Background: an optimization exercise with open tools, aiming at small area, a short achievable clock period and few clock cycles per item. Do not read the settings as production practice. Where RTL was checked, it was by simulation tests only, not by an equivalence proof against the original. No functional check of the RTL was part of run 5. Power figures rest on the tool's default switching activity, not on a simulated workload.

File: design/flow/flow/run.sh
#!/bin/bash
# Layout flow: the standard ORFS flow (standard.sh), with these changes:
#  - slow 3/4-input OR and 4-input NOR cells are not used (synthesis maps the
#    encoder and compare trees to faster NAND/NOR/AOI forms instead);
#  - ports are buffered with buf_1 instead of the delay buffer buffer_ports picks;
#  - clock tree sinks are clustered 25 to a leaf buffer within 100 um, with no
#    dummy loads (a smaller, shallower tree).
# Registers, the power grid, tap cells, SDC and clock period are the standard ones.
set -uo pipefail
DU="sky130_fd_sc_hd__probe_p_8 sky130_fd_sc_hd__probec_p_8 sky130_fd_sc_hd__lpflow_bleeder_1 sky130_fd_sc_hd__lpflow_clkbufkapwr_1 sky130_fd_sc_hd__lpflow_clkbufkapwr_16 sky130_fd_sc_hd__lpflow_clkbufkapwr_2 sky130_fd_sc_hd__lpflow_clkbufkapwr_4 sky130_fd_sc_hd__lpflow_clkbufkapwr_8 sky130_fd_sc_hd__lpflow_clkinvkapwr_1 sky130_fd_sc_hd__lpflow_clkinvkapwr_16 sky130_fd_sc_hd__lpflow_clkinvkapwr_2 sky130_fd_sc_hd__lpflow_clkinvkapwr_4 sky130_fd_sc_hd__lpflow_clkinvkapwr_8 sky130_fd_sc_hd__lpflow_decapkapwr_12 sky130_fd_sc_hd__lpflow_decapkapwr_3 sky130_fd_sc_hd__lpflow_decapkapwr_4 sky130_fd_sc_hd__lpflow_decapkapwr_6 sky130_fd_sc_hd__lpflow_decapkapwr_8 sky130_fd_sc_hd__lpflow_inputiso0n_1 sky130_fd_sc_hd__lpflow_inputiso0p_1 sky130_fd_sc_hd__lpflow_inputiso1n_1 sky130_fd_sc_hd__lpflow_inputiso1p_1 sky130_fd_sc_hd__lpflow_inputisolatch_1 sky130_fd_sc_hd__lpflow_isobufsrc_1 sky130_fd_sc_hd__lpflow_isobufsrc_16 sky130_fd_sc_hd__lpflow_isobufsrc_2 sky130_fd_sc_hd__lpflow_isobufsrc_4 sky130_fd_sc_hd__lpflow_isobufsrc_8 sky130_fd_sc_hd__lpflow_isobufsrckapwr_16 sky130_fd_sc_hd__lpflow_lsbuf_lh_hl_isowell_tap_1 sky130_fd_sc_hd__lpflow_lsbuf_lh_hl_isowell_tap_2 sky130_fd_sc_hd__lpflow_lsbuf_lh_hl_isowell_tap_4 sky130_fd_sc_hd__lpflow_lsbuf_lh_isowell_4 sky130_fd_sc_hd__lpflow_lsbuf_lh_isowell_tap_1 sky130_fd_sc_hd__lpflow_lsbuf_lh_isowell_tap_2 sky130_fd_sc_hd__lpflow_lsbuf_lh_isowell_tap_4  sky130_fd_sc_hd__or4_1 sky130_fd_sc_hd__or4_2 sky130_fd_sc_hd__or4_4 sky130_fd_sc_hd__or4b_1 sky130_fd_sc_hd__or4b_2 sky130_fd_sc_hd__or4b_4 sky130_fd_sc_hd__or4bb_1 sky130_fd_sc_hd__or4bb_2 sky130_fd_sc_hd__or4bb_4 sky130_fd_sc_hd__or3_1 sky130_fd_sc_hd__or3_2 sky130_fd_sc_hd__or3_4 sky130_fd_sc_hd__or3b_1 sky130_fd_sc_hd__or3b_2 sky130_fd_sc_hd__or3b_4 sky130_fd_sc_hd__nor4_1 sky130_fd_sc_hd__nor4_2 sky130_fd_sc_hd__nor4_4 sky130_fd_sc_hd__nor4b_1 sky130_fd_sc_hd__nor4b_2 sky130_fd_sc_hd__nor4b_4 sky130_fd_sc_hd__nor4bb_1 sky130_fd_sc_hd__nor4bb_2 sky130_fd_sc_hd__nor4bb_4"
bash standard.sh \
  "DONT_USE_CELLS=$DU" \
  "BUFFER_PORTS_ARGS=-buffer_cell sky130_fd_sc_hd__buf_1" \
  "CTS_ARGS=-sink_clustering_enable -sink_clustering_size 25 -sink_clustering_max_diameter 100 -repair_clock_nets -dont_use_dummy_load" \
  finish > standard.log 2>&1
File: design/flow/standard.sh
#!/bin/bash
# synth_recipe.tcl (not shown) runs the flow's synth.tcl, then flattens the netlist and writes it again
# the make line also repeats each setting of config.mk as NAME=value (left out here)
make -C /OpenROAD-flow-scripts/flow DESIGN_CONFIG=/design/flow/config.mk WORK_HOME=/design/flow/orfs CLKGATE_MAP_FILE= SYNTH_SCRIPT=/design/flow/synth_recipe.tcl "${@:-finish}"
File: design/flow/config.mk
export PLATFORM = sky130hd
export DESIGN_NAME = cam_top
export DESIGN_NICKNAME = cam_top
export VERILOG_FILES = /design/flow/design.v
export SDC_FILE = /design/flow/constraint.sdc
export NUM_CORES = 4
export LEC_CHECK = 0
export CAP_MARGIN = 20
export CORE_MARGIN = 2
export CORE_UTILIZATION = 55
export SETUP_SLACK_MARGIN = 1.9
export SLEW_MARGIN = 20
export TNS_END_PERCENT = 100
File: design/flow/constraint.sdc
create_clock -name core_clock -period 4.0 [get_ports {aclk}]
set_input_delay 0.8000 -clock core_clock [delete_from_list [all_inputs] [get_ports {aclk}]]
set_output_delay 0.8000 -clock core_clock [all_outputs]
set_load 0.01 [all_outputs]
File: design/flow/design.v
`timescale 1ns/1ps
package cam_cfg_pkg;
  parameter int KEY_WIDTH = 32;
  parameter int KEYS_PER_BEAT = 16;
  parameter int BEAT_WIDTH = KEY_WIDTH * KEYS_PER_BEAT;
  parameter logic [31:0] LOAD_DONE_CODE = 32'd100;
endpackage
`timescale 1ns/1ps
package cam_op_pkg;
  typedef enum logic [2:0] {
    OP_IDLE     = 3'd0,   
    OP_LOAD_ALL = 3'd1,   
    OP_SEARCH   = 3'd2    
  } cam_opcode_e;
endpackage
`timescale 1ns/1ps
import cam_cfg_pkg::*;
import cam_op_pkg::*;
module cam_loader #(
  parameter int CAM_SIZE = 64   
) (
  input  logic                                             aclk,
  input  logic                                             areset,
  input  cam_op_pkg::cam_opcode_e                          opcode,
  input  logic                                             s_tvalid,
  output logic                                             load_fire,
  output logic                                             search_fire,
  output logic                                             load_done,
  output logic [CAM_SIZE/cam_cfg_pkg::KEYS_PER_BEAT-1:0]   block_we,
  output logic [CAM_SIZE/cam_cfg_pkg::KEYS_PER_BEAT-1:0]   block_valid
);
  localparam int NUM_BLOCKS  = CAM_SIZE / KEYS_PER_BEAT;   
  localparam int BLOCK_WIDTH = $clog2(NUM_BLOCKS);
  logic [BLOCK_WIDTH-1:0] write_ptr;     
  logic                   write_last;    
  logic [NUM_BLOCKS-1:0]  write_block;   
  assign load_fire   = s_tvalid && (opcode == OP_LOAD_ALL);
  assign search_fire = s_tvalid && (opcode == OP_SEARCH);
  assign load_done = load_fire && write_last;
  assign block_we  = load_fire ? write_block : '0;
  always_ff @(posedge aclk) begin
    if (areset) begin
      write_ptr   <= '0;
      write_last  <= 1'b0;
      write_block <= NUM_BLOCKS'(1);
    end else if (load_fire) begin
      write_ptr   <= write_ptr + 1'b1;
      write_last  <= (write_ptr == BLOCK_WIDTH'(NUM_BLOCKS - 2));
      write_block <= {write_block[NUM_BLOCKS-2:0], write_block[NUM_BLOCKS-1]};
    end
  end
  always_ff @(posedge aclk) begin
    if (areset) begin
      block_valid <= '0;
    end else begin
      block_valid <= block_valid | block_we;
    end
  end
endmodule
`timescale 1ns/1ps
import cam_cfg_pkg::*;
module cam_cell (
  input  logic                              aclk,
  input  logic                              write_en,
  input  logic [cam_cfg_pkg::KEY_WIDTH-1:0] write_key,
  input  logic [cam_cfg_pkg::KEY_WIDTH-1:0] search_key,
  output logic                              equal
);
  logic [KEY_WIDTH-1:0] entry;   
  always_ff @(posedge aclk) begin
    if (write_en) begin
      entry <= write_key;
    end
  end
  assign equal = (entry == search_key);
endmodule
`timescale 1ns/1ps
import cam_cfg_pkg::*;
module cam_match_encoder #(
  parameter int CAM_SIZE = 64    
) (
  input  logic [CAM_SIZE-1:0]          match,
  output logic [$clog2(CAM_SIZE):0]    result
);
  localparam int W      = $clog2(CAM_SIZE);
  localparam int LEVELS = W / 2;
  logic [CAM_SIZE-1:0] any [LEVELS+1];
  logic [W-1:0]        idx [LEVELS+1][CAM_SIZE];
  always_comb begin
    for (int l = 0; l <= LEVELS; l++) begin
      for (int n = 0; n < CAM_SIZE; n++) begin
        idx[l][n] = '0;
      end
      any[l] = '0;
    end
    for (int n = 0; n < CAM_SIZE; n++) begin
      any[0][n] = match[n];
    end
    for (int l = 1; l <= LEVELS; l++) begin
      for (int n = 0; n < (CAM_SIZE >> (2*l)); n++) begin
        any[l][n] = |any[l-1][4*n +: 4];
        if (any[l-1][4*n]) begin
          idx[l][n] = idx[l-1][4*n];
          idx[l][n][2*l-1 -: 2] = 2'd0;
        end else if (any[l-1][4*n+1]) begin
          idx[l][n] = idx[l-1][4*n+1];
          idx[l][n][2*l-1 -: 2] = 2'd1;
        end else if (any[l-1][4*n+2]) begin
          idx[l][n] = idx[l-1][4*n+2];
          idx[l][n][2*l-1 -: 2] = 2'd2;
        end else begin
          idx[l][n] = idx[l-1][4*n+3];
          idx[l][n][2*l-1 -: 2] = 2'd3;
        end
      end
    end
    result = any[LEVELS][0] ? {1'b0, idx[LEVELS][0]} : '1;
  end
endmodule
`timescale 1ns/1ps
import cam_cfg_pkg::*;
module cam_top #(
  parameter int CAM_SIZE = 64    
) (
  input  logic                               aclk,
  input  logic                               areset,
  input  logic [2:0]                         opcode,
  input  logic                               s_tvalid,
  input  logic [cam_cfg_pkg::BEAT_WIDTH-1:0] s_tdata,
  output logic                               update_all_end,
  output logic                               m_tvalid,
  output logic [cam_cfg_pkg::KEY_WIDTH-1:0]  m_tdata
);
  localparam int NUM_BLOCKS   = CAM_SIZE / KEYS_PER_BEAT;
  localparam int RESULT_WIDTH = $clog2(CAM_SIZE) + 1;
  logic                    load_fire;
  logic                    search_fire;
  logic                    load_done;
  logic [NUM_BLOCKS-1:0]   block_we;
  logic [NUM_BLOCKS-1:0]   block_valid;
  logic [CAM_SIZE-1:0]     equal;
  logic [CAM_SIZE-1:0]     match;
  logic [CAM_SIZE-1:0]     match_q;        
  logic                    match_valid;
  logic [RESULT_WIDTH-1:0] result_next;
  logic [RESULT_WIDTH-1:0] result;         
  logic                    result_valid;
  cam_loader #(
    .CAM_SIZE    (CAM_SIZE)
  ) u_loader (
    .aclk        (aclk),
    .areset      (areset),
    .opcode      (cam_op_pkg::cam_opcode_e'(opcode)),
    .s_tvalid    (s_tvalid),
    .load_fire   (load_fire),
    .search_fire (search_fire),
    .load_done   (load_done),
    .block_we    (block_we),
    .block_valid (block_valid)
  );
  for (genvar i = 0; i < CAM_SIZE; i++) begin : gen_cell
    cam_cell u_cell (
      .aclk       (aclk),
      .write_en   (block_we[i / KEYS_PER_BEAT]),
      .write_key  (s_tdata[(i % KEYS_PER_BEAT)*KEY_WIDTH +: KEY_WIDTH]),
      .search_key (s_tdata[KEY_WIDTH-1:0]),
      .equal      (equal[i])
    );
    assign match[i] = equal[i] && block_valid[i / KEYS_PER_BEAT];
  end
  always_ff @(posedge aclk) begin
    if (areset) begin
      match_valid <= 1'b0;
    end else begin
      match_valid <= search_fire;
    end
  end
  always_ff @(posedge aclk) begin
    match_q <= match;
  end
  cam_match_encoder #(
    .CAM_SIZE (CAM_SIZE)
  ) u_encoder (
    .match    (match_q),
    .result   (result_next)
  );
  always_ff @(posedge aclk) begin
    if (areset) begin
      result_valid <= 1'b0;
      result       <= '0;
    end else begin
      result_valid <= match_valid;
      result       <= match_valid ? result_next : '0;
    end
  end
  assign update_all_end = load_done;
  assign m_tvalid       = load_done | result_valid;
  assign m_tdata        = (load_done ? KEY_WIDTH'(LOAD_DONE_CODE) : '0) | KEY_WIDTH'(result);
endmodule
==> results of run 1 <==
-- power by group --
part           switching (W)  internal [W]
sequential         0.0000522        0.0245
combinational        0.00204       0.00108
clock                0.00668       0.00426
total                0.00876        0.0299
-- worst max-delay path by stage --
stage           startpoint                                      to  cells past startpoint
3_5_place_dp   s_tdata[11]                     match_q[26]$_DFF_P_                      7
4_1_cts          opcode[2]                              m_tdata[2]                      6
2_1_floorplan     s_tvalid  gen_cell[16].u_cell.entry[0]$_DFFE_PP_                      4
5_1_grt           s_tvalid                                m_tvalid                      6
3_3_place_gp   s_tdata[29]                     match_q[26]$_DFF_P_                      7
6_report         opcode[2]                              m_tdata[2]                      6
-- placed cells by master (no fill, tap or decap), drive strengths merged, types with 2 or more instances in the layout --
master	instances
nand2	131
xor2	122
inv	17
a31oi	2
o31ai	5
o21ai	12
and2	7
nand4	454
nor2b	7
a21oi	16
nor2	253
a31o	2
mux2i	4
and4	6
edfxtp	2048
a221oi	2
dfxtp	84
diode	12
nor3	127
nand3	68
conb	25
clkbuf	126
xnor2	1920
nand2b	7
buf	751
a2111oi	2
o21bai	3
-- metal layers --
metal,track usage (%),wire length (um)
met5,0,161
met3,4.55,22200
met4,7.69,7390
met2,52.6,128000
met1,48.4,115000
-- layout make-up --
| class | instances | area (um2) |
|---|---|---|
| sequential | 2132 | 63200 |
| fill | 12289 | 62400 |
| multi-input combinational | 3195 | 24100 |
| timing repair buffer | 782 | 5340 |
| tap | 2160 | 2700 |
| clock buffer | 95 | 2380 |
| inverter | 17 | 63.8 |
| antenna | 12 | 30.0 |
-- Yosys cell counts, types with 2 or more instances --
cell | instances | area share (%)
xnor2_1 | 1920 | 19
clkbuf_1 | 12 | 0.051
buf_4 | 31 | 0.26
nor2b_1 | 7 | 0.049
a21oi_1 | 16 | 0.090
nand4_2 | 2 | 0.028
o21bai_1 | 3 | 0.025
o21ai_0 | 10 | 0.057
nand4_1 | 451 | 3.2
o31ai_1 | 5 | 0.042
and4_1 | 6 | 0.059
a31oi_1 | 2 | 0.014
o21ai_2 | 2 | 0.020
a221oi_1 | 2 | 0.020
nor2_2 | 4 | 0.028
nand2_1 | 131 | 0.56
nor2_1 | 244 | 1.0
nor2_4 | 5 | 0.064
nand2b_1 | 7 | 0.049
dfxtp_1 | 84 | 1.9
and2_1 | 5 | 0.035
nor3_1 | 125 | 0.71
xor2_1 | 122 | 1.2
nand3_1 | 68 | 0.38
edfxtp_1 | 2048 | 69
mux2i_1 | 4 | 0.045
inv_1 | 17 | 0.072
buf_2 | 220 | 1.2
-- worst max-delay path: stages --
cell and delay [ns]:
buf_1 0.10, nor2b_4 0.12, and3b_4 0.22, nand2_4 0.06
nand2b_1 0.07, buf_2 0.12
-- per-stage QoR --
step | instance area, um2 | setup slack [ns]
after CTS | 97600 | 1.73
final | 97800 | 1.72
after global routing | 97800 | 1.68
after floorplan | 88600 | -1.31
after global placement | 94900 | 0.577
after detailed placement | 94900 | 0.563
-- flip-flops by register name (all words and copies together) (netlist names) --
name,flops
result,7
u_loader.block_valid,4
match_valid,1
u_loader.write_last,1
u_loader.write_block,4
u_loader.write_ptr,2
match_q,64
gen_cell.u_cell.entry,2048
result_valid,1
-- cell families (layout without fill, tap and decap cells) --
family	after synthesis	count (layout)	share of synthesized area [%]
DFF	2132	2132	71.4
xor gates and xnor gates	2042	2042	20.2
and+or+nand+nor	1065	1067	6.31
buffers and inverters	280	894	1.63
AOI/OAI and AO/OA	56	56	0.427
muxes	4	4	0.0452
adders and majority gates	1	1	0.0141
other	1	37	0.00424
-- repair_timing --
action                     in CTS  in global routing
setup endpoints to repair     351                365
pin swaps                       4                  3
setup buffers                   1                  8
gates cloned                    2                  4
hold buffers                    0                  0
resized for setup              60                 20
==> summary.md, run 1 <==
| Metric | Value |
|---|---|
| Cell row count | `147` |
| Initial Util | `55.3%` |
| Boundary pin count | `552` |
| Chip Height | `405 um` |
| PortBufs | `526` |
| Crit Path Max Fanout | `5` |
| Crit end category | `output pin` |
| Post-Syn Instances | `5581` |
| Syn avg cell area | `15.9 um2` |
| Clock transition at the registers of the reported paths | `0.10 ns` |
| Initial antenna violation count | `40` |
| Final Hold Vio Count | `0` |
| Number of synthesized flops with an enable pin | `2048` |
| Reg2reg end | `result[1]$_SDFF_PP0_` |
| ANT nets after route | `0` |
| Actual slew at the worst max-slew pin | `1.02 ns` |
| RR Startpoint | `match_q[60]$_DFF_P_` |
| Worst path required time | `3.20 ns` |
| Total routed wirelength | `273 mm` |
| Worst skew pair latency | `0.75 ns` |
| Cells after DPL | `8271` |
| Final routed DRC violation total | `0` |
| Util after Layout | `61.1%` |
| Number of DRC markers in iteration 0 | `5892` |
| WHS | `0.305 ns` |
| Largest net degree at the start of global routing | `105` |
| CP startpoint kind | `input port` |
| Sink Count | `2132` |
| Routed len/inst | `32.6 um` |
| TritonCTS clock tree | `done` |
| Design Power | `0.0386 W` |
| Inserted Clock Buffers | `95` |
| Distinct cells, synth | `56` |
| Hold worst-path end | `gen_cell[2].u_cell.entry[24]$_DFFE_PP_` |
| Drt via density | `5.88` |
| Max_cap viols | `0` |
| Tmin final | `2.28 ns` |
| DP HPWL | `187 mm` |
| Final Wtd Congestion | `0.891` |
| Leak pwr | `28.4 nW` |
| Die area | `0.164 mm2` |
| Worst Hold Class | `in2reg` |
| Pre-antenna DRT Iters | `6` |
| Root Buffer | `clkbuf_16` |
| Setup tns final | `0 ns` |
| Final net count | `6742` |
| Worst reg-to-reg path cell count | `6` |
| Max Freq | `438 MHz` |
| CTS max path bufs | `3` |
| Power Density | `395 mW/mm2` |
| Tcrit/Tclk final | `57.1%` |
| Synth warn | `6` |
| Main synth FF type | `edfxtp_1` |
| First-pass GRT wire length | `374 mm` |
| Die W | `405 um` |
| Hold path start | `s_tdata[88]` |
| Vias in the first global route | `47291` |
| RSZ-0062 raised after global routing | `true` |
| H-Tree Depth | `3` |
| All-Layer GR Usage | `33.0%` |
| Register bit total from synthesis | `2132` |
| FFs w/ async S/R, synth | `0%` |
| Flop2flop setup slack | `1.99 ns` |
| Core area | `0.160 mm2` |
| Non-filler cells, final | `8393` |
| Kind of critical path | `in2out` |
| Worst VDD drop | `342 uV` |
| Share of layout cells above drive strength 1 | `7.09%` |
| Status | `finished clean` |
| Worst hold path cell count | `1` |
| Total grt overflow | `0` |
| Headroom to the max-slew limit | `32.1%` |
| Post-synthesis sequential area ratio | `71.4%` |
| Clock Skew | `0.0506 ns` |
| Area grow syn2layout | `10.5%` |
| Synthesized area | `0.0885 mm2` |
| Max-slew violation count | `0` |
| CP Data Arrival Time | `1.48 ns` |
| # setup viols final | `0` |
| Vias | `49388` |
Testbench counts, summed over its fixed seeds: cycles 3,456, searches 2,048.
==> run 2, diff against run 1 <==
--- a/design/flow/config.mk
+++ b/design/flow/config.mk
@@ -7,7 +7,8 @@
 export LEC_CHECK = 0
 export CAP_MARGIN = 20
 export CORE_MARGIN = 2
-export CORE_UTILIZATION = 55
+export CORE_UTILIZATION = 62
+export PLACE_DENSITY = 0.68
 export SETUP_SLACK_MARGIN = 1.9
 export SLEW_MARGIN = 20
 export TNS_END_PERCENT = 100
==> summary.md, run 2 <==
| Metric | Value |
|---|---|
| Status | `finished clean` |
| FFs w/ async S/R, synth | `0% (unchanged)` |
| Syn avg cell area | `15.9 um2 (unchanged)` |
| Synth area leader | `edfxtp_1` |
| Top flop regs | `gen_cell.u_cell.entry (2048), match_q (64), result (7)` |
| Post-synthesis sequential area ratio | `71.4% (unchanged)` |
| Boundary pin count | `552 (unchanged)` |
| Leak pwr | `28.2 nW (-0.77%)` |
| Final routed DRC violation total | `0 (unchanged)` |
| Worst VDD drop | `355 uV (+3.7%)` |
| Worst reg-to-reg path cell count | `6 (unchanged)` |
| Initial Util | `62.5% (+7.3 points)` |
| Chip Height | `382 um (-5.8%)` |
| Register bit total from synthesis | `2132 (unchanged)` |
| Most instantiated cells after synthesis | `edfxtp_1, xnor2_1, nand4_1` |
| Max-slew violation count | `0 (unchanged)` |
| Clock transition at the registers of the reported paths | `0.09 ns (about the same)` |
| Crit-path leading delay family | `simple AND/OR/NAND/NOR gates` |
| Clock Skew | `0.0656 ns (+0.0149 ns)` |
| Vias | `49843 (+0.92%)` |
| Crit path cell chain | `buf_1 > nor2b_2 > and3b_2 > nand2_4 > nand2b_1 > buf_2` |
| All-Layer GR Usage | `35.9% (+2.9 points)` |
| Top-count cell post-synth | `edfxtp_1` |
| Vias in the first global route | `47723 (+0.91%)` |
| Core area | `0.142 mm2 (-12%)` |
| Crit end category | `output pin` |
| Total grt overflow | `0 (unchanged)` |
| CP startpoint kind | `input port` |
| Total routed wirelength | `263 mm (-3.6%)` |
| Crit path launch | `s_tvalid` |
| Adder-Cell Fraction of Synth Area | `0.0141% (unchanged)` |
| Synthesized area | `0.0885 mm2 (unchanged)` |
| Kind of critical path | `in2out` |
| Top reg by flops | `gen_cell.u_cell.entry` |
| Final net count | `6715 (-0.40%)` |
| Power Density | `396 mW/mm2 (+0.31%)` |
| Final Wtd Congestion | `0.899 (+0.85%)` |
| Root Buffer | `clkbuf_16` |
| Distinct cells, synth | `56 (unchanged)` |
| # setup viols final | `0 (unchanged)` |
| Post-Syn Instances | `5581 (unchanged)` |
| Max Freq | `434 MHz (-0.78%)` |
| Setup tns final | `0 ns (unchanged)` |
| Setup crit end | `m_tdata[6]` |
| Post-synthesis xor/xnor area fraction | `20.2% (unchanged)` |
| Tcrit/Tclk final | `57.6% (+0.45 points)` |
| Flop2flop setup slack | `1.97 ns (-0.02 ns)` |
| Number of DRC markers in iteration 0 | `6842 (+16%)` |
| PortBufs | `526 (unchanged)` |
| Sink Count | `2132 (unchanged)` |
| RSZ-0062 raised after global routing | `true` |
| Worst Hold Class | `in2reg` |
| CTS max path bufs | `3 (unchanged)` |
| Main combinational cell family by area after synthesis | `XOR/XNOR gates` |
| Hold path start | `s_tdata[74]` |
| Cells after DPL | `7966 (-3.7%)` |
| Crit Path Max Fanout | `5 (unchanged)` |
| TritonCTS clock tree | `done` |
| Die W | `382 um (-5.8%)` |
| Most common cell after layout, fill and taps aside | `edfxtp_1` |
| Mux share of post-synthesis cell area | `0.0452% (unchanged)` |
| WHS | `0.307 ns (+0.00225 ns)` |
| Largest net degree at the start of global routing | `100 (-4.8%)` |
| DP HPWL | `179 mm (-4.1%)` |
| Number of buffers inserted by hold repair at cts | `0 (unchanged)` |
| Routed len/inst | `32.5 um (about the same)` |
| Worst path required time | `3.20 ns (about the same)` |
| Largest register FFs | `2048 (unchanged)` |
| Inserted Clock Buffers | `95 (unchanged)` |
| First-pass GRT wire length | `364 mm (-2.5%)` |
| Design Power | `0.0385 W (-0.42%)` |
| Crit-path slowest cell | `and3b_2` |
| Worst skew pair latency | `0.76 ns (about the same)` |
| Headroom to the max-slew limit | `30.3% (-1.8 points)` |
| CP Depth | `6 (unchanged)` |
| ANT nets after route | `0 (unchanged)` |
| Drt via density | `6.16 (+4.6%)` |
| CP Data Arrival Time | `1.50 ns (+0.02 ns)` |
| Non-filler cells, final | `8097 (-3.5%)` |
| Synth warn | `6 (unchanged)` |
| Most frequent cells in the layout | `edfxtp_1, xnor2_1, buf_1` |
| Final Hold Vio Count | `0 (unchanged)` |
| Synth Area in Simple Gates | `6.31% (unchanged)` |
| Die area | `0.146 mm2 (-11%)` |
| H-Tree Depth | `3 (unchanged)` |
| Max_cap viols | `0 (unchanged)` |
| Compound-Gate Fraction of Synth Area | `0.427% (unchanged)` |
| Initial antenna violation count | `31 (-23%)` |
| Critical path's largest stage delay | `0.22 ns (about the same)` |
| Actual slew at the worst max-slew pin | `1.05 ns (+0.0276 ns)` |
| Area contributors post-synth | `edfxtp_1, xnor2_1, nand4_1, dfxtp_1, buf_2` |
| Reg2reg end | `result[0]$_SDFF_PP0_` |
| Number of synthesized flops with an enable pin | `2048 (unchanged)` |
| RR Startpoint | `match_q[30]$_DFF_P_` |
| Dpl ws | `0.779 ns (+0.215 ns)` |
| Main synth FF type | `edfxtp_1` |
| Setup WS post-layout | `1.70 ns (-0.0180 ns)` |
| WP buf/inv | `2 (unchanged)` |
| Tmin final | `2.30 ns (+0.0180 ns)` |
| Share of layout cells above drive strength 1 | `6.57% (-0.52 points)` |
| Area grow syn2layout | `9.69%` |
| Pre-antenna DRT Iters | `6 (unchanged)` |
| Cell row count | `138 (-6.1%)` |
| Synth top area share | `69.5% (unchanged)` |
run 2: changes by cell type in the layout (fill, tap and decap cells not counted), moves of 4 or more:
cell      before  now
clkbuf_4       7   11
nor2_1       243  238
nor3_1       119  124
dfxtp_1       71   78
buf_6         10    6
dfxtp_2        9    5
buf_4        167  149
buf_12        77   71
run 2: metal layers:
layer,part of all wire (%),track usage [%],vias up
met4,3.2,9.63,26
li1,-,-,21055
met1,39,52.2,25428
met5,0.064,0,-
met3,10,6.11,380
met2,47,56.7,2954
run 2: repair_timing:
action                                  4_1_cts  5_1_grt
cloned                                        0        6
endpoints found under the setup margin       30      652
pin swaps                                     2        4
resized for setup                            34       25
buffers inserted                              1       16
run 2: power by group:
group / total, W / internal, W / leakage, nW / switching, W
combinational: 0.00305 / 0.00104 / 7.93 / 0.00201
sequential: 0.0246 / 0.0245 / 19.1 / 0.0000502
clock: 0.0108 / 0.00426 / 1.17 / 0.00659
run 2: kinds of logic (layout without fill, tap and decap cells):
logic type               count (synthesis)  count (layout)
flip-flops                            2132            2132
AO/OA/AOI/OAI                           56              56
AND/OR/NAND/NOR                       1065            1067
adder cells (fa/ha/maj)                  1               1
buffers and inverters                  280             867
multiplexers                             4               4
other                                    1              38
XOR/XNOR                              2042            2042
run 2: cell type report:
type                    count  area (um2)
diodes                     13        32.5
repair buffers            755        4990
flip-flops and latches   2132       63200
clock buffers              95        2380
inverters                  17        63.8
well taps                1890        2360
multi-input cells        3195       24100
fillers                  9894       44500
run 2: stage by stage:
| step | area [um2] | util [%] |
|---|---|---|
| CTS | 96700 | 68.3 |
| finish | 97100 | 68.6 |
| floorplan | 88600 | - |
| global placement | 94200 | 66.5 |
| global route | 97100 | 68.6 |
| detailed placement | 94200 | 66.5 |
run 2: how the worst min path moves through the flow:
| stage | to | slack [ns] | depth (start not counted) |
|---|---|---|---|
| floorplan | u_loader.write_block[0]$_SDFFE_PP1N_ | 0.46 | 1 |
| global placement | u_loader.write_last$_SDFFE_PP0N_ | 0.48 | 2 |
| detailed placement | u_loader.write_last$_SDFFE_PP0N_ | 0.50 | 2 |
| CTS | match_valid$_SDFF_PP0_ | 0.27 | 2 |
| global route | match_valid$_SDFF_PP0_ | 0.28 | 2 |
| finish | gen_cell[2].u_cell.entry[10]$_DFFE_PP_ | 0.31 | 1 |
==> run 3, diff against run 2 <==
--- a/design/flow/config.mk
+++ b/design/flow/config.mk
@@ -7,8 +7,8 @@
 export LEC_CHECK = 0
 export CAP_MARGIN = 20
 export CORE_MARGIN = 2
-export CORE_UTILIZATION = 62
-export PLACE_DENSITY = 0.68
+export CORE_UTILIZATION = 70
+export PLACE_DENSITY = 0.76
 export SETUP_SLACK_MARGIN = 1.9
 export SLEW_MARGIN = 20
 export TNS_END_PERCENT = 100
==> summary.md, run 3 <==
| Metric | Value |
|---|---|
| Status | `finished clean` |
| Most common cell after layout, fill and taps aside | `edfxtp_1` |
| Top flop regs | `gen_cell.u_cell.entry (2048), match_q (64), result (7)` |
| Distinct cells, synth | `56 (unchanged)` |
| Headroom to the max-slew limit | `23.0% (-7.3 points)` |
| Synth area leader | `edfxtp_1` |
| Area grow syn2layout | `9.18%` |
| Adder-Cell Fraction of Synth Area | `0.0141% (unchanged)` |
| Worst reg-to-reg path cell count | `2 (-4)` |
| Power Density | `396 mW/mm2 (about the same)` |
| Most frequent cells in the layout | `edfxtp_1, xnor2_1, buf_1` |
| Leak pwr | `28.1 nW (-0.47%)` |
| PortBufs | `526 (unchanged)` |
| Post-synthesis xor/xnor area fraction | `20.2% (unchanged)` |
| Share of layout cells above drive strength 1 | `6.07% (-0.50 points)` |
| Synthesized area | `0.0885 mm2 (unchanged)` |
| Vias | `49907 (+0.13%)` |
| Die area | `0.129 mm2 (-11%)` |
| Synth warn | `6 (unchanged)` |
| Initial antenna violation count | `27 (-13%)` |
| Number of synthesized flops with an enable pin | `2048 (unchanged)` |
| Setup crit end | `m_tdata[2]` |
| Inserted Clock Buffers | `95 (unchanged)` |
| All-Layer GR Usage | `38.3% (+2.5 points)` |
| Clock Skew | `0.0481 ns (-0.0174 ns)` |
| Top-count cell post-synth | `edfxtp_1` |
| Routed len/inst | `31.8 um (-2.2%)` |
| Tmin final | `2.42 ns (+0.121 ns)` |
| Area of the multi-input gates | `0.0241 mm2 (-0.17%)` |
| Main combinational cell family by area after synthesis | `XOR/XNOR gates` |
| Max Freq | `413 MHz (-5.0%)` |
| Drt via density | `6.37 (+3.5%)` |
| Register bit total from synthesis | `2132 (unchanged)` |
| Largest net degree at the start of global routing | `143 (+43%)` |
| Mux share of post-synthesis cell area | `0.0452% (unchanged)` |
| Synth Area in Simple Gates | `6.31% (unchanged)` |
| RR Startpoint | `u_loader.block_valid[0]$_SDFF_PP0_` |
| Worst skew pair latency | `0.74 ns (-0.02 ns)` |
| Synth top area share | `69.5% (unchanged)` |
| Most instantiated cells after synthesis | `edfxtp_1, xnor2_1, nand4_1` |
| Post-synthesis sequential area ratio | `71.4% (unchanged)` |
| Area contributors post-synth | `edfxtp_1, xnor2_1, nand4_1, dfxtp_1, buf_2` |
| Top reg by flops | `gen_cell.u_cell.entry` |
| First-pass GRT wire length | `349 mm (-4.3%)` |
| Clock transition at the registers of the reported paths | `0.10 ns (about the same)` |
| Total grt overflow | `0 (unchanged)` |
| CTS max path bufs | `3 (unchanged)` |
| Pre-antenna DRT Iters | `6 (unchanged)` |
| Kind of critical path | `in2out` |
| Compound-Gate Fraction of Synth Area | `0.427% (unchanged)` |
| Post-place instance area | `0.0938 mm2 (-0.44%)` |
| Vias in the first global route | `48349 (+1.3%)` |
| Main synth FF type | `edfxtp_1` |
| Final Wtd Congestion | `0.911 (+1.4%)` |
| Total routed wirelength | `249 mm (-5.4%)` |
| Reg2reg end | `match_q[2]$_DFF_P_` |
| Filler instances | `7495 (-24%)` |
| Die W | `360 um (-5.8%)` |
| DP HPWL | `167 mm (-6.7%)` |
| Cell row count | `130 (-5.8%)` |
| Worst VDD drop | `385 uV (+8.4%)` |
| Worst path required time | `3.20 ns (about the same)` |
| Number of DRC markers in iteration 0 | `7746 (+13%)` |
| Syn avg cell area | `15.9 um2 (unchanged)` |
| Core area | `0.126 mm2 (-11%)` |
| Root Buffer | `clkbuf_16` |
| TritonCTS clock tree | `done` |
| Register area | `0.0632 mm2 (about the same)` |
| Post-Syn Instances | `5581 (unchanged)` |
| Chip Height | `360 um (-5.8%)` |
| Max-slew violation count | `0 (unchanged)` |
| ANT nets after route | `0 (unchanged)` |
| H-Tree Depth | `3 (unchanged)` |
| Max_cap viols | `0 (unchanged)` |
| Final net count | `6685 (-0.45%)` |
| Boundary pin count | `552 (unchanged)` |
| CP Data Arrival Time | `1.62 ns (+0.12 ns)` |
| Final routed DRC violation total | `0 (unchanged)` |
| Final Hold Vio Count | `0 (unchanged)` |
| Flop2flop setup slack | `2.02 ns (+0.05 ns)` |
| CP startpoint kind | `input port` |
| Util after Layout | `77.0% (+8.4 points)` |
| Sink Count | `2132 (unchanged)` |
| Worst Hold Class | `in2reg` |
| Initial Util | `70.5% (+8.0 points)` |
| Fin area | `0.0967 mm2 (-0.46%)` |
| FFs w/ async S/R, synth | `0% (unchanged)` |
| Crit end category | `output pin` |
| Crit Path Max Fanout | `5 (unchanged)` |
| Largest register FFs | `2048 (unchanged)` |
| Tcrit/Tclk final | `60.6% (+3.0 points)` |
| RSZ-0062 raised after global routing | `true` |
| # setup viols final | `0 (unchanged)` |
| Actual slew at the worst max-slew pin | `1.16 ns (+0.109 ns)` |
| Crit path launch | `opcode[2]` |
## run 3: metrics by stage
step / TNS (ns) / instances / hold slack [ns] / power, W / setup WS, ns
final: 0 / 7834 / 0.332 / 0.0383 / 1.58
after global routing: 0 / 7825 / 0.296 / 0.0391 / 1.56
after CTS: 0 / 7797 / 0.282 / 0.0383 / 1.59
after detailed placement: 0 / 7701 / 0.497 / 0.0280 / 0.970
after global placement: 0 / 7701 / 0.472 / 0.0280 / 0.994
after floorplan: -2555.68 / 5605 / 0.458 / 0.0267 / -1.31
## run 3: per-layer routing
metal  global-route usage (%)  vias to the layer above  share of wire (%)
met2                     60.3                     3140                 47
li1                         -                    20998                  -
met4                     13.0                       22                3.7
met1                     54.8                    25294                 37
met5                        0                        -              0.053
met3                     7.24                      453                 12
## run 3: cell families (layout without fill, tap and decap cells)
family,Yosys count,count (layout)
fa+ha+maj,1,1
xor+xnor,2042,2042
other cells,1,45
mux,4,4
flops,2132,2132
simple gates,1065,1065
compound gates,56,56
buf+inv,280,839
## run 3: worst min-delay path by stage
stage               cells past startpoint                                  from                                     end  slack (ns)
floorplan                               1  u_loader.write_block[3]$_SDFFE_PP0N_    u_loader.write_block[0]$_SDFFE_PP1N_        0.46
global placement                        1  u_loader.write_block[3]$_SDFFE_PP0N_    u_loader.write_block[0]$_SDFFE_PP1N_        0.47
detailed placement                      2    u_loader.write_ptr[1]$_SDFFE_PP0N_      u_loader.write_ptr[1]$_SDFFE_PP0N_        0.50
CTS                                     1                           s_tdata[67]  gen_cell[34].u_cell.entry[3]$_DFFE_PP_        0.28
global route                            1                           s_tdata[67]  gen_cell[18].u_cell.entry[3]$_DFFE_PP_        0.30
finish                                  1                           s_tdata[67]   gen_cell[2].u_cell.entry[3]$_DFFE_PP_        0.33
## run 3: area by class of cell
| cell class | instances | share of cell area [%] |
|---|---|---|
| Antenna cell | 20 | 0.0518 |
| Clock buffer | 95 | 2.46 |
| Inverter | 17 | 0.0660 |
| Multi-Input combinational cell | 3193 | 24.9 |
| Sequential cell | 2132 | 65.4 |
| Tap cell | 1650 | 2.14 |
| Timing Repair Buffer | 727 | 5.02 |
## run 3: critical path: stages
cell and delay, ns:
clkbuf_2 0.10, nor2b_4 0.11, and3b_4 0.27, nand2_8 0.09, nand2b_4 0.13, buf_6 0.12
## run 3: where the power goes
part	switching [W]	internal, W	total (W)	leakage, nW
registers	0.0000529	0.0245	0.0246	19.1
clock network	0.00647	0.00426	0.0107	1.17
logic	0.00196	0.00104	0.00301	7.79
## run 3: what timing repair did
action,4_1_cts,5_1_grt
pin swaps,2,5
gates cloned,0,4
setup endpoints to repair,17,563
setup buffers,1,13
hold endpoints to repair,0,0
hold buffers,0,0
resized for setup,35,17
==> run 4, diff against run 3 <==
==> design/flow/flow/run.sh (replaced) <==
#!/bin/bash
# Layout flow: the standard ORFS flow (standard.sh), with these changes:
#  - slow 3/4-input OR and 4-input NOR cells are not used (synthesis maps the
#    encoder and compare trees to faster NAND/NOR/AOI forms instead);
#  - ports are buffered with buf_2 instead of the delay buffer buffer_ports picks.
# Registers, the power grid, tap cells, SDC and clock period are the standard ones.
set -uo pipefail
DU="sky130_fd_sc_hd__probe_p_8 sky130_fd_sc_hd__probec_p_8 sky130_fd_sc_hd__lpflow_bleeder_1 sky130_fd_sc_hd__lpflow_clkbufkapwr_1 sky130_fd_sc_hd__lpflow_clkbufkapwr_16 sky130_fd_sc_hd__lpflow_clkbufkapwr_2 sky130_fd_sc_hd__lpflow_clkbufkapwr_4 sky130_fd_sc_hd__lpflow_clkbufkapwr_8 sky130_fd_sc_hd__lpflow_clkinvkapwr_1 sky130_fd_sc_hd__lpflow_clkinvkapwr_16 sky130_fd_sc_hd__lpflow_clkinvkapwr_2 sky130_fd_sc_hd__lpflow_clkinvkapwr_4 sky130_fd_sc_hd__lpflow_clkinvkapwr_8 sky130_fd_sc_hd__lpflow_decapkapwr_12 sky130_fd_sc_hd__lpflow_decapkapwr_3 sky130_fd_sc_hd__lpflow_decapkapwr_4 sky130_fd_sc_hd__lpflow_decapkapwr_6 sky130_fd_sc_hd__lpflow_decapkapwr_8 sky130_fd_sc_hd__lpflow_inputiso0n_1 sky130_fd_sc_hd__lpflow_inputiso0p_1 sky130_fd_sc_hd__lpflow_inputiso1n_1 sky130_fd_sc_hd__lpflow_inputiso1p_1 sky130_fd_sc_hd__lpflow_inputisolatch_1 sky130_fd_sc_hd__lpflow_isobufsrc_1 sky130_fd_sc_hd__lpflow_isobufsrc_16 sky130_fd_sc_hd__lpflow_isobufsrc_2 sky130_fd_sc_hd__lpflow_isobufsrc_4 sky130_fd_sc_hd__lpflow_isobufsrc_8 sky130_fd_sc_hd__lpflow_isobufsrckapwr_16 sky130_fd_sc_hd__lpflow_lsbuf_lh_hl_isowell_tap_1 sky130_fd_sc_hd__lpflow_lsbuf_lh_hl_isowell_tap_2 sky130_fd_sc_hd__lpflow_lsbuf_lh_hl_isowell_tap_4 sky130_fd_sc_hd__lpflow_lsbuf_lh_isowell_4 sky130_fd_sc_hd__lpflow_lsbuf_lh_isowell_tap_1 sky130_fd_sc_hd__lpflow_lsbuf_lh_isowell_tap_2 sky130_fd_sc_hd__lpflow_lsbuf_lh_isowell_tap_4  sky130_fd_sc_hd__or4_1 sky130_fd_sc_hd__or4_2 sky130_fd_sc_hd__or4_4 sky130_fd_sc_hd__or4b_1 sky130_fd_sc_hd__or4b_2 sky130_fd_sc_hd__or4b_4 sky130_fd_sc_hd__or4bb_1 sky130_fd_sc_hd__or4bb_2 sky130_fd_sc_hd__or4bb_4 sky130_fd_sc_hd__or3_1 sky130_fd_sc_hd__or3_2 sky130_fd_sc_hd__or3_4 sky130_fd_sc_hd__or3b_1 sky130_fd_sc_hd__or3b_2 sky130_fd_sc_hd__or3b_4 sky130_fd_sc_hd__nor4_1 sky130_fd_sc_hd__nor4_2 sky130_fd_sc_hd__nor4_4 sky130_fd_sc_hd__nor4b_1 sky130_fd_sc_hd__nor4b_2 sky130_fd_sc_hd__nor4b_4 sky130_fd_sc_hd__nor4bb_1 sky130_fd_sc_hd__nor4bb_2 sky130_fd_sc_hd__nor4bb_4"
bash standard.sh \
  "DONT_USE_CELLS=$DU" \
  "BUFFER_PORTS_ARGS=-buffer_cell sky130_fd_sc_hd__buf_2" \
  finish > standard.log 2>&1
--- a/design/flow/config.mk
+++ b/design/flow/config.mk
@@ -7,8 +7,9 @@
 export LEC_CHECK = 0
 export CAP_MARGIN = 20
 export CORE_MARGIN = 2
-export CORE_UTILIZATION = 70
-export PLACE_DENSITY = 0.76
+export CORE_UTILIZATION = 55
+export CTS_CLUSTER_DIAMETER = 100
+export CTS_CLUSTER_SIZE = 30
 export SETUP_SLACK_MARGIN = 1.9
 export SLEW_MARGIN = 20
 export TNS_END_PERCENT = 100
==> summary.md, run 4 <==
| Metric | Value |
|---|---|
| Tcrit/Tclk final | `56.6% (-3.9 points)` |
| ANT nets after route | `0 (unchanged)` |
| Chip Height | `405 um (+13%)` |
| Crit-path slowest cell | `and3b_4` |
| Distinct cells, synth | `56 (unchanged)` |
| FFs w/ async S/R, synth | `0% (unchanged)` |
| Initial Util | `55.3% (-15 points)` |
| Design Power | `0.0385 W (+0.47%)` |
| All-Layer GR Usage | `32.6% (-5.7 points)` |
| WHS | `0.269 ns (-0.0631 ns)` |
| # setup viols final | `0 (unchanged)` |
| Final net count | `6706 (+0.31%)` |
| Status | `finished clean` |
| CP startpoint kind | `input port` |
| Synth top area share | `69.5% (unchanged)` |
| Boundary pin count | `552 (unchanged)` |
| Crit path cell chain | `buf_2 > and3b_4 > nand2_4 > nand2b_1 > buf_2` |
| Initial antenna violation count | `34 (+26%)` |
| Vias in the first global route | `46911 (-3.0%)` |
| Number of synthesized flops with an enable pin | `2048 (unchanged)` |
| Main synth FF type | `edfxtp_1` |
| Critical path's largest stage delay | `0.31 ns (+0.04 ns)` |
| Total routed wirelength | `269 mm (+8.2%)` |
| Actual slew at the worst max-slew pin | `0.905 ns (-0.250 ns)` |
| Setup WS post-layout | `1.73 ns (+0.158 ns)` |
| Post-place instance area | `0.0953 mm2 (+1.6%)` |
| Fin area | `0.0981 mm2 (+1.4%)` |
| Routed len/inst | `32.0 um (+0.66%)` |
| Register bit total from synthesis | `2132 (unchanged)` |
| Area contributors post-synth | `edfxtp_1, xnor2_1, nand4_1, dfxtp_1, buf_2` |
| Core area | `0.160 mm2 (+28%)` |
| Root Buffer | `clkbuf_16` |
| Most common cell after layout, fill and taps aside | `edfxtp_1` |
| Die W | `405 um (+13%)` |
| Filler instances | `12334 (+65%)` |
| Worst VDD drop | `393 uV (+2.1%)` |
| Leak pwr | `29.5 nW (+5.1%)` |
| Number of buffers inserted by hold repair at cts | `0 (unchanged)` |
| Area grow syn2layout | `10.8%` |
| Synth warn | `6 (unchanged)` |
| Worst skew pair latency | `0.75 ns (about the same)` |
| Synthesized area | `0.0885 mm2 (unchanged)` |
| Worst path required time | `3.20 ns (about the same)` |
| Most instantiated cells after synthesis | `edfxtp_1, xnor2_1, nand4_1` |
| Max-slew violation count | `0 (unchanged)` |
| Final Hold Vio Count | `0 (unchanged)` |
| Crit end category | `output pin` |
| Util after Layout | `61.2% (-16 points)` |
| Worst reg-to-reg path cell count | `6 (+4)` |
| Worst Hold Class | `in2reg` |
| Hold path start | `s_tdata[315]` |
| Power Density | `393 mW/mm2 (-0.97%)` |
| PortBufs | `526 (unchanged)` |
| Flop2flop setup slack | `1.90 ns (-0.12 ns)` |
| First-pass GRT wire length | `370 mm (+6.1%)` |
| Number of DRC markers in iteration 0 | `6114 (-21%)` |
| Cell row count | `147 (+13%)` |
| CTS max path bufs | `3 (unchanged)` |
| Crit Path Max Fanout | `5 (unchanged)` |
| Die area | `0.164 mm2 (+27%)` |
| RSZ-0062 raised after global routing | `true` |
| Clock Skew | `0.0281 ns (-0.0200 ns)` |
| Crit path launch | `opcode[1]` |
| Post-Syn Instances | `5581 (unchanged)` |
| Final routed DRC violation total | `0 (unchanged)` |
| CP Data Arrival Time | `1.47 ns (-0.15 ns)` |
| Kind of critical path | `in2out` |
| Tmin final | `2.27 ns (-0.158 ns)` |
| Largest register FFs | `2048 (unchanged)` |
| Reg2reg end | `result[1]$_SDFF_PP0_` |
| Largest net degree at the start of global routing | `96 (-33%)` |
| Drt via density | `5.84 (-8.3%)` |
| Share of layout cells above drive strength 1 | `14.3% (+8.3 points)` |
| Setup crit end | `m_tvalid` |
| Headroom to the max-slew limit | `39.7% (+17 points)` |
| Dpl ws | `0.958 ns (-0.0124 ns)` |
| Sink Count | `2132 (unchanged)` |
| Syn avg cell area | `15.9 um2 (unchanged)` |
| Vias | `49196 (-1.4%)` |
| RR Startpoint | `match_q[14]$_DFF_P_` |
| TritonCTS clock tree | `done` |
| Clock transition at the registers of the reported paths | `0.12 ns (+0.02 ns)` |
| Top flop regs | `gen_cell.u_cell.entry (2048), match_q (64), result (7)` |
| Most numerous cell on the critical path | `buf_2` |
| Most frequent cells in the layout | `edfxtp_1, xnor2_1, buf_2` |
| Crit-path leading delay family | `simple AND/OR/NAND/NOR gates` |
| Final Wtd Congestion | `0.878 (-3.7%)` |
| Top reg by flops | `gen_cell.u_cell.entry` |
| Max Freq | `441 MHz (+7.0%)` |
| Top-count cell post-synth | `edfxtp_1` |
| Synth area leader | `edfxtp_1` |
| Pre-antenna DRT Iters | `6 (unchanged)` |
| Total grt overflow | `0 (unchanged)` |
| Inserted Clock Buffers | `81 (-15%)` |
| Max_cap viols | `0 (unchanged)` |
| WP buf/inv | `2 (unchanged)` |
| DP HPWL | `182 mm (+9.1%)` |
| CP Depth | `5 (-1)` |
| Post-synthesis sequential area ratio | `71.4% (unchanged)` |
| H-Tree Depth | `3 (unchanged)` |
run 4: cell types whose count changed in the layout (fill, tap and decap cells not counted), moves of 5 or more:
cell and change:
clkbuf_16 -18, buf_2 +483, buf_16 -6, clkbuf_4 -21, diode_2 -13, buf_1 -484, buf_6 +28, clkbuf_1 +58
buf_4 +41, inv_6 +5
run 4: where the power goes:
| part | switching (W) | leakage, nW | internal, W |
|---|---|---|---|
| combinational | 0.00205 | 9.26 | 0.00112 |
| clock | 0.00676 | 1.12 | 0.00398 |
| sequential | 0.0000499 | 19.1 | 0.0245 |
| total | 0.00886 | 29.5 | 0.0296 |
run 4: cell type report:
| type | count | area (um2) | area share, % |
|---|---|---|---|
| flip-flops and latches | 2132 | 63200 | 64.5 |
| multi-input cells | 3194 | 24100 | 24.6 |
| repair buffers | 761 | 5630 | 5.74 |
| well taps | 2160 | 2700 | 2.76 |
| clock buffers | 140 | 2260 | 2.30 |
| clock inverters | 9 | 110 | 0.112 |
| inverters | 17 | 63.8 | 0.0651 |
| diodes | 7 | 17.5 | 0.0179 |
run 4: stage by stage:
step,std cells,TNS [ns]
6_report,8420,0
3_5_place_dp,8243,0
5_1_grt,8418,0
3_3_place_gp,8243,0
2_1_floorplan,5605,-2555.68
4_1_cts,8398,0
run 4: repair_timing:
item / CTS / global route
cloned: 0 / 1
pin swaps: 3 / 4
hold endpoints to repair: 0 / 0
setup buffers: 6 / 14
endpoints found under the setup margin: 393 / 348
gates resized for setup: 29 / 12
run 4: how the worst min path moves through the flow:
stage                                                         end  cells after the start
after global routing       gen_cell[9].u_cell.entry[11]$_DFFE_PP_                      1
after detailed placement         u_loader.write_last$_SDFFE_PP0N_                      2
after global placement       u_loader.write_block[0]$_SDFFE_PP1N_                      1
after CTS                 gen_cell[34].u_cell.entry[24]$_DFFE_PP_                      1
after floorplan              u_loader.write_block[0]$_SDFFE_PP1N_                      1
final                     gen_cell[57].u_cell.entry[27]$_DFFE_PP_                      1
run 4: per-layer routing:
layer | vias to the layer above | share of wire, % | global-route usage (%)
met5 | - | 0.047 | 0
met4 | 20 | 2.2 | 6.45
met3 | 278 | 7.8 | 4.24
met2 | 2215 | 48 | 52.7
met1 | 25596 | 42 | 47.9
li1 | 21087 | - | -
run 4: worst reg2reg max path, cell delays in order, from the launching register on:
cell and delay, ns:
dfxtp_1 0.39, nor2_2 0.23, nand4_1 0.23, nor3_4 0.29
nand2_1 0.22, a2111oi_1 0.44, a311o_1 0.26
run 4: logic make-up after synthesis:
group,Yosys count,synth area share [%]
AOI/OAI and AO/OA,56,0.427
xor gates and xnor gates,2042,20.2
adders and majority gates,1,0.0141
buffers and inverters,280,1.63
DFF,2132,71.4
muxes,4,0.0452
other,1,0.00424
and+or+nand+nor,1065,6.31
==> run 5, diff against run 4 <==
--- a/design/flow/design.v
+++ b/design/flow/design.v
@@ -83,9 +83,12 @@
   output logic [$clog2(CAM_SIZE):0]    result
 );
   localparam int W      = $clog2(CAM_SIZE);
-  localparam int LEVELS = W / 2;
+  localparam int LEVELS = W / 2;            
+  localparam int TOP    = CAM_SIZE >> (2*LEVELS);   
   logic [CAM_SIZE-1:0] any [LEVELS+1];
   logic [W-1:0]        idx [LEVELS+1][CAM_SIZE];
+  logic                top_any;
+  logic [W-1:0]        top_idx;
   always_comb begin
     for (int l = 0; l <= LEVELS; l++) begin
       for (int n = 0; n < CAM_SIZE; n++) begin
@@ -114,7 +117,20 @@
         end
       end
     end
-    result = any[LEVELS][0] ? {1'b0, idx[LEVELS][0]} : '1;
+    if (TOP == 1) begin
+      top_any = any[LEVELS][0];
+      top_idx = idx[LEVELS][0];
+    end else begin
+      top_any = any[LEVELS][0] | any[LEVELS][1];
+      if (any[LEVELS][0]) begin
+        top_idx = idx[LEVELS][0];
+        top_idx[W-1] = 1'b0;
+      end else begin
+        top_idx = idx[LEVELS][1];
+        top_idx[W-1] = 1'b1;
+      end
+    end
+    result = top_any ? {1'b0, top_idx} : '1;
   end
 endmodule
 `timescale 1ns/1ps
@@ -140,9 +156,6 @@
   logic [NUM_BLOCKS-1:0]   block_valid;
   logic [CAM_SIZE-1:0]     equal;
   logic [CAM_SIZE-1:0]     match;
-  logic [CAM_SIZE-1:0]     match_q;        
-  logic                    match_valid;
-  logic [RESULT_WIDTH-1:0] result_next;
   logic [RESULT_WIDTH-1:0] result;         
   logic                    result_valid;
   cam_loader #(
@@ -168,31 +181,46 @@
     );
     assign match[i] = equal[i] && block_valid[i / KEYS_PER_BEAT];
   end
-  always_ff @(posedge aclk) begin
-    if (areset) begin
-      match_valid <= 1'b0;
-    end else begin
-      match_valid <= search_fire;
-    end
-  end
-  always_ff @(posedge aclk) begin
-    match_q <= match;
-  end
+  localparam int HALF       = CAM_SIZE / 2;
+  localparam int HALF_WIDTH = $clog2(HALF);
+  logic [HALF_WIDTH:0]   enc_lo;
+  logic [HALF_WIDTH:0]   enc_hi;
+  logic                  any_lo;
+  logic                  any_hi;
+  logic [HALF_WIDTH-1:0] part_lo;    
+  logic [HALF_WIDTH-1:0] part_hi;    
+  logic                  sel_hi;     
+  logic                  no_hit;     
   cam_match_encoder #(
-    .CAM_SIZE (CAM_SIZE)
-  ) u_encoder (
-    .match    (match_q),
-    .result   (result_next)
+    .CAM_SIZE (HALF)
+  ) u_encoder_lo (
+    .match    (match[HALF-1:0]),
+    .result   (enc_lo)
   );
+  cam_match_encoder #(
+    .CAM_SIZE (HALF)
+  ) u_encoder_hi (
+    .match    (match[CAM_SIZE-1:HALF]),
+    .result   (enc_hi)
+  );
+  assign any_lo = ~enc_lo[HALF_WIDTH];
+  assign any_hi = ~enc_hi[HALF_WIDTH];
   always_ff @(posedge aclk) begin
     if (areset) begin
       result_valid <= 1'b0;
-      result       <= '0;
+      part_lo      <= '0;
+      part_hi      <= '0;
+      sel_hi       <= 1'b0;
+      no_hit       <= 1'b0;
     end else begin
-      result_valid <= match_valid;
-      result       <= match_valid ? result_next : '0;
-    end
-  end
+      result_valid <= search_fire;
+      part_lo      <= (search_fire && any_lo) ? enc_lo[HALF_WIDTH-1:0] : '0;
+      part_hi      <= (search_fire && !any_lo) ? enc_hi[HALF_WIDTH-1:0] : '0;
+      sel_hi       <= search_fire && !any_lo;
+      no_hit       <= search_fire && !any_lo && !any_hi;
+    end
+  end
+  assign result = {no_hit, sel_hi, part_lo | part_hi};
   assign update_all_end = load_done;
   assign m_tvalid       = load_done | result_valid;
   assign m_tdata        = (load_done ? KEY_WIDTH'(LOAD_DONE_CODE) : '0) | KEY_WIDTH'(result);
==> design/flow/flow/run.sh (replaced) <==
#!/bin/bash
# Layout flow: the standard ORFS flow (standard.sh), with these changes:
#  - slow 3/4-input OR and 4-input NOR cells are not used (synthesis maps the
#    encoder and compare trees to faster NAND/NOR/AOI forms instead);
#  - ports are buffered with buf_1 instead of the delay buffer buffer_ports picks;
#  - clock tree sinks are clustered 25 to a leaf buffer within 100 um, with no
#    dummy loads (a smaller, shallower tree).
# Registers, the power grid, tap cells, SDC and clock period are the standard ones.
set -uo pipefail
DU="sky130_fd_sc_hd__probe_p_8 sky130_fd_sc_hd__probec_p_8 sky130_fd_sc_hd__lpflow_bleeder_1 sky130_fd_sc_hd__lpflow_clkbufkapwr_1 sky130_fd_sc_hd__lpflow_clkbufkapwr_16 sky130_fd_sc_hd__lpflow_clkbufkapwr_2 sky130_fd_sc_hd__lpflow_clkbufkapwr_4 sky130_fd_sc_hd__lpflow_clkbufkapwr_8 sky130_fd_sc_hd__lpflow_clkinvkapwr_1 sky130_fd_sc_hd__lpflow_clkinvkapwr_16 sky130_fd_sc_hd__lpflow_clkinvkapwr_2 sky130_fd_sc_hd__lpflow_clkinvkapwr_4 sky130_fd_sc_hd__lpflow_clkinvkapwr_8 sky130_fd_sc_hd__lpflow_decapkapwr_12 sky130_fd_sc_hd__lpflow_decapkapwr_3 sky130_fd_sc_hd__lpflow_decapkapwr_4 sky130_fd_sc_hd__lpflow_decapkapwr_6 sky130_fd_sc_hd__lpflow_decapkapwr_8 sky130_fd_sc_hd__lpflow_inputiso0n_1 sky130_fd_sc_hd__lpflow_inputiso0p_1 sky130_fd_sc_hd__lpflow_inputiso1n_1 sky130_fd_sc_hd__lpflow_inputiso1p_1 sky130_fd_sc_hd__lpflow_inputisolatch_1 sky130_fd_sc_hd__lpflow_isobufsrc_1 sky130_fd_sc_hd__lpflow_isobufsrc_16 sky130_fd_sc_hd__lpflow_isobufsrc_2 sky130_fd_sc_hd__lpflow_isobufsrc_4 sky130_fd_sc_hd__lpflow_isobufsrc_8 sky130_fd_sc_hd__lpflow_isobufsrckapwr_16 sky130_fd_sc_hd__lpflow_lsbuf_lh_hl_isowell_tap_1 sky130_fd_sc_hd__lpflow_lsbuf_lh_hl_isowell_tap_2 sky130_fd_sc_hd__lpflow_lsbuf_lh_hl_isowell_tap_4 sky130_fd_sc_hd__lpflow_lsbuf_lh_isowell_4 sky130_fd_sc_hd__lpflow_lsbuf_lh_isowell_tap_1 sky130_fd_sc_hd__lpflow_lsbuf_lh_isowell_tap_2 sky130_fd_sc_hd__lpflow_lsbuf_lh_isowell_tap_4  sky130_fd_sc_hd__or4_1 sky130_fd_sc_hd__or4_2 sky130_fd_sc_hd__or4_4 sky130_fd_sc_hd__or4b_1 sky130_fd_sc_hd__or4b_2 sky130_fd_sc_hd__or4b_4 sky130_fd_sc_hd__or4bb_1 sky130_fd_sc_hd__or4bb_2 sky130_fd_sc_hd__or4bb_4 sky130_fd_sc_hd__or3_1 sky130_fd_sc_hd__or3_2 sky130_fd_sc_hd__or3_4 sky130_fd_sc_hd__or3b_1 sky130_fd_sc_hd__or3b_2 sky130_fd_sc_hd__or3b_4 sky130_fd_sc_hd__nor4_1 sky130_fd_sc_hd__nor4_2 sky130_fd_sc_hd__nor4_4 sky130_fd_sc_hd__nor4b_1 sky130_fd_sc_hd__nor4b_2 sky130_fd_sc_hd__nor4b_4 sky130_fd_sc_hd__nor4bb_1 sky130_fd_sc_hd__nor4bb_2 sky130_fd_sc_hd__nor4bb_4"
bash standard.sh \
  "DONT_USE_CELLS=$DU" \
  "BUFFER_PORTS_ARGS=-buffer_cell sky130_fd_sc_hd__buf_1" \
  "CTS_ARGS=-sink_clustering_enable -sink_clustering_size 25 -sink_clustering_max_diameter 100 -repair_clock_nets -dont_use_dummy_load" \
  finish > standard.log 2>&1
--- a/design/flow/config.mk
+++ b/design/flow/config.mk
@@ -8,8 +8,6 @@
 export CAP_MARGIN = 20
 export CORE_MARGIN = 2
 export CORE_UTILIZATION = 55
-export CTS_CLUSTER_DIAMETER = 100
-export CTS_CLUSTER_SIZE = 30
-export SETUP_SLACK_MARGIN = 1.9
+export SETUP_SLACK_MARGIN = 1.5
 export SLEW_MARGIN = 20
 export TNS_END_PERCENT = 100
==> summary.md, run 5 <==
| Metric | Value |
|---|---|
| Tmin final | `2.69 ns (+0.424 ns)` |
| Headroom to the max-slew limit | `32.8% (-6.9 points)` |
| Crit-path slowest cell | `edfxtp_1` |
| FFs w/ async S/R, synth | `0% (unchanged)` |
| Status | `finished clean` |
| Vias in the first global route | `48296 (+3.0%)` |
| Most common cell after layout, fill and taps aside | `edfxtp_1` |
| Die W | `404 um (-0.19%)` |
| Synth top area share | `69.7% (+0.27 points)` |
| Boundary pin count | `552 (unchanged)` |
| WHS | `0.333 ns (+0.0644 ns)` |
| CP Data Arrival Time | `3.36 ns (+1.89 ns)` |
| Clock Skew | `0.0229 ns (-0.00526 ns)` |
| # setup viols final | `0 (unchanged)` |
| Die area | `0.164 mm2 (-0.38%)` |
| Setup WS post-layout | `1.31 ns (-0.424 ns)` |
| Register area | `0.0620 mm2 (-1.9%)` |
| Vias | `50828 (+3.3%)` |
| DP HPWL | `192 mm (+5.2%)` |
| First-pass GRT wire length | `394 mm (+6.7%)` |
| Number of DRC markers in iteration 0 | `6666 (+9.0%)` |
| Post-synthesis sequential area ratio | `70.3% (-1.1 points)` |
| Leak pwr | `29.8 nW (+0.88%)` |
| Largest register FFs | `2048 (unchanged)` |
| All-Layer GR Usage | `35.1% (+2.5 points)` |
| Largest net degree at the start of global routing | `127 (+32%)` |
| ANT nets after route | `0 (unchanged)` |
| Core area | `0.159 mm2 (-0.91%)` |
| Final Wtd Congestion | `0.888 (+1.1%)` |
| Dpl ws | `-0.151 ns (-1.11 ns)` |
| Total grt overflow | `0 (unchanged)` |
| Root Buffer | `clkbuf_16` |
| Clock transition at the registers of the reported paths | `0.10 ns (-0.02 ns)` |
| Worst Hold Class | `in2reg` |
| Sink Count | `2072 (-2.8%)` |
| Distinct cells, synth | `56 (unchanged)` |
| Number of buffers inserted by hold repair at cts | `0 (unchanged)` |
| Routed len/inst | `34.6 um (+8.0%)` |
| Initial Util | `55.6% (+0.29 points)` |
| Util after Layout | `63.1% (+1.9 points)` |
| Final Hold Vio Count | `0 (unchanged)` |
| Area contributors post-synth | `edfxtp_1, xnor2_1, nand4_1, buf_6, nor2_1` |
| Final net count | `6805 (+1.5%)` |
| Most frequent cells in the layout | `edfxtp_1, xnor2_1, nand4_1` |
| Post-Syn Instances | `5452 (-2.3%)` |
| Top flop regs | `gen_cell.u_cell.entry (2048), part_hi (5), part_lo (5)` |
| TritonCTS clock tree | `done` |
| Setup tns final | `0 ns (unchanged)` |
| Critical path's largest stage delay | `0.43 ns (+0.12 ns)` |
| Area of the multi-input gates | `0.0246 mm2 (+2.1%)` |
| Pre-antenna DRT Iters | `5 (-1)` |
| Tcrit/Tclk final | `67.2% (+11 points)` |
| CTS max path bufs | `3 (unchanged)` |
| Synthesized area | `0.0882 mm2 (-0.39%)` |
| RSZ-0062 raised after global routing | `true` |
| Total routed wirelength | `289 mm (+7.4%)` |
| Synth warn | `6 (unchanged)` |
| Syn avg cell area | `16.2 um2 (+2.0%)` |
| Crit Path Max Fanout | `2 (-3)` |
| Cell row count | `146 (-0.68%)` |
| Worst path required time | `4.67 ns (+1.47 ns)` |
| Register bit total from synthesis | `2072 (-2.8%)` |
| Max Freq | `372 MHz (-16%)` |
| Number of synthesized flops with an enable pin | `2048 (unchanged)` |
| Most numerous cell on the critical path | `nand4_1` |
| CP startpoint kind | `flop` |
| PortBufs | `526 (unchanged)` |
| Crit path cell chain | `xnor2_2 > nand4_1 > nor3_4 > nand4_1 > nand2b_4 > a21bo_4 > a21bo_1 > a21boi_2 > o21ai_1 > a211o_1 > a21oi_2` |
| Worst skew pair latency | `0.74 ns (about the same)` |
| Kind of critical path | `reg2reg` |
| Area grow syn2layout | `13.5%` |
| Actual slew at the worst max-slew pin | `1.01 ns (+0.103 ns)` |
| Max-slew violation count | `0 (unchanged)` |
| Worst VDD drop | `385 uV (-1.9%)` |
| Max_cap viols | `0 (unchanged)` |
| WP buf/inv | `0 (-2)` |
| Most instantiated cells after synthesis | `edfxtp_1, xnor2_1, nand4_1` |
| Power Density | `383 mW/mm2 (-2.5%)` |
| Share of layout cells above drive strength 1 | `11.4% (-2.9 points)` |
| H-Tree Depth | `3 (unchanged)` |
| Top-count cell post-synth | `edfxtp_1` |
| Inserted Clock Buffers | `92 (+14%)` |
| Drt via density | `6.07 (+3.9%)` |
| Synth area leader | `edfxtp_1` |
| Chip Height | `404 um (-0.19%)` |
| Main synth FF type | `edfxtp_1` |
| Crit-path leading delay family | `compound AO/OA/AOI/OAI gates` |
| Initial antenna violation count | `30 (-12%)` |
| Crit end category | `flop` |
| Final routed DRC violation total | `0 (unchanged)` |
| Top reg by flops | `gen_cell.u_cell.entry` |
| Filler instances | `11939 (-3.2%)` |
[run 5: cell count changes in the layout (fill, tap and decap cells not counted), sizes merged, moves of 8 or more]
cell | previous run | this run
buf | 759 | 928
xor2 | 122 | 6
xnor2 | 1920 | 2034
dfxtp | 84 | 24
nor3 | 127 | 67
nand4 | 454 | 510
nand2 | 131 | 88
nor2 | 253 | 218
clkbuf | 142 | 120
bufbuf | 0 | 19
diode | 7 | 17
o21ai | 12 | 22
a21oi | 16 | 8
[run 5: report_power, final]
part	leakage [nW]	switching (W)	total, W	internal, W
logic	10.0	0.00222	0.00363	0.00141
clock network	1.13	0.00659	0.0107	0.00413
registers	18.6	0.0000459	0.0240	0.0239
total	29.8	0.00885	0.0383	0.0295
[run 5: cell families after synthesis]
logic type	Yosys count	synth area share (%)
AO/OA/AOI/OAI	64	0.488
XOR/XNOR	2040	20.3
adder cells (fa/ha/maj)	1	0.0142
buffers and inverters	279	2.85
flip-flops	2072	70.3
multiplexers	4	0.0454
other	1	0.00425
AND/OR/NAND/NOR	991	6.06
[run 5: timing repair]
| action | 4_1_cts | 5_1_grt |
|---|---|---|
| pin swaps | 71 | 35 |
| setup buffers | 124 | 17 |
| endpoints found under the setup margin | 17 | 17 |
| gates cloned | 20 | 1 |
| resized for setup | 230 | 59 |
| hold endpoints to repair | 0 | 0 |
[run 5: per-stage QoR]
stage	area, um2	cells	power, W
finish	100000	8373	0.0383
global route	100000	8365	0.0392
CTS	99600	8338	0.0383
detailed placement	94200	8102	0.0276
global placement	94200	8102	0.0276
floorplan	88300	5476	0.0262
[run 5: metal layers]
metal	vias to the layer above	GRT usage, %	wire (um)
met4	22	9.25	9010
met1	26664	50.7	118000
li1	21202	-	-
met2	2556	56.1	137000
met3	384	5.23	25000
met5	-	0	148
[run 5: path summary, 6_finish.rpt]
path                                                               from                                      end  slack (ns)  cells past startpoint
worst min-delay path                                       s_tdata[348]  gen_cell[58].u_cell.entry[28]$_DFFE_PP_        0.33                      1
worst max register to register  gen_cell[27].u_cell.entry[11]$_DFFE_PP_                    part_lo[0]$_SDFF_PP0_        1.31                     11
worst min register to register     u_loader.write_block[3]$_SDFFE_PP0P_     u_loader.write_block[0]$_SDFFE_PP1P_        0.52                      1
worst max-delay path            gen_cell[27].u_cell.entry[11]$_DFFE_PP_                    part_lo[0]$_SDFF_PP0_        1.31                     11
[run 5: cell type report]
cell class                      instances  share of cell area [%]
Antenna cell                           17                  0.0425
Clock buffer                           92                    2.30
Inverter                               20                  0.0750
Multi-Input combinational cell       3125                    24.6
Sequential cell                      2072                    61.9
Tap cell                             2072                    2.59
Timing Repair Buffer                  975                    8.53

afterwards: timing with drivers on the ports:
Ports are ideal in the flow. The routed layouts listed here were re-timed in OpenROAD.
Step 1: set_driving_cell puts a clkbuf_16 on aclk and a buf_2 on each other input, an assumption about the parent block.
Step 2, shift: input delay + t, output delay - t, t = (earliest + latest rising clock arrival at the registers) / 2. This alone moves slack from input paths to output paths.
Three values: ideal, step 1, step 2; two values: the first two.
| run | shift t [ns] | slack for setup (ns) | latest minus earliest clock arrival (ns) |
|---|---|---|---|
| run 1 | 0.823 | 1.715 / 1.691 / 1.096 | 0.053 / 0.053 |
| run 2 | 0.818 | 1.697 / 1.676 / 0.978 | 0.069 / 0.069 |
| run 3 | 0.804 | 1.576 / 1.552 / 1.089 | 0.049 / 0.049 |
| run 4 | 0.828 | 1.734 / 1.678 / 1.076 | 0.034 / 0.035 |
| run 5 | 0.821 | 1.311 / 1.293 / 0.473 | 0.032 / 0.033 |
After both steps every run listed still meets setup and hold. For run 5, which loses most, drivers alone change the setup slack by -0.018 ns; drivers and shift together by -0.838 ns.
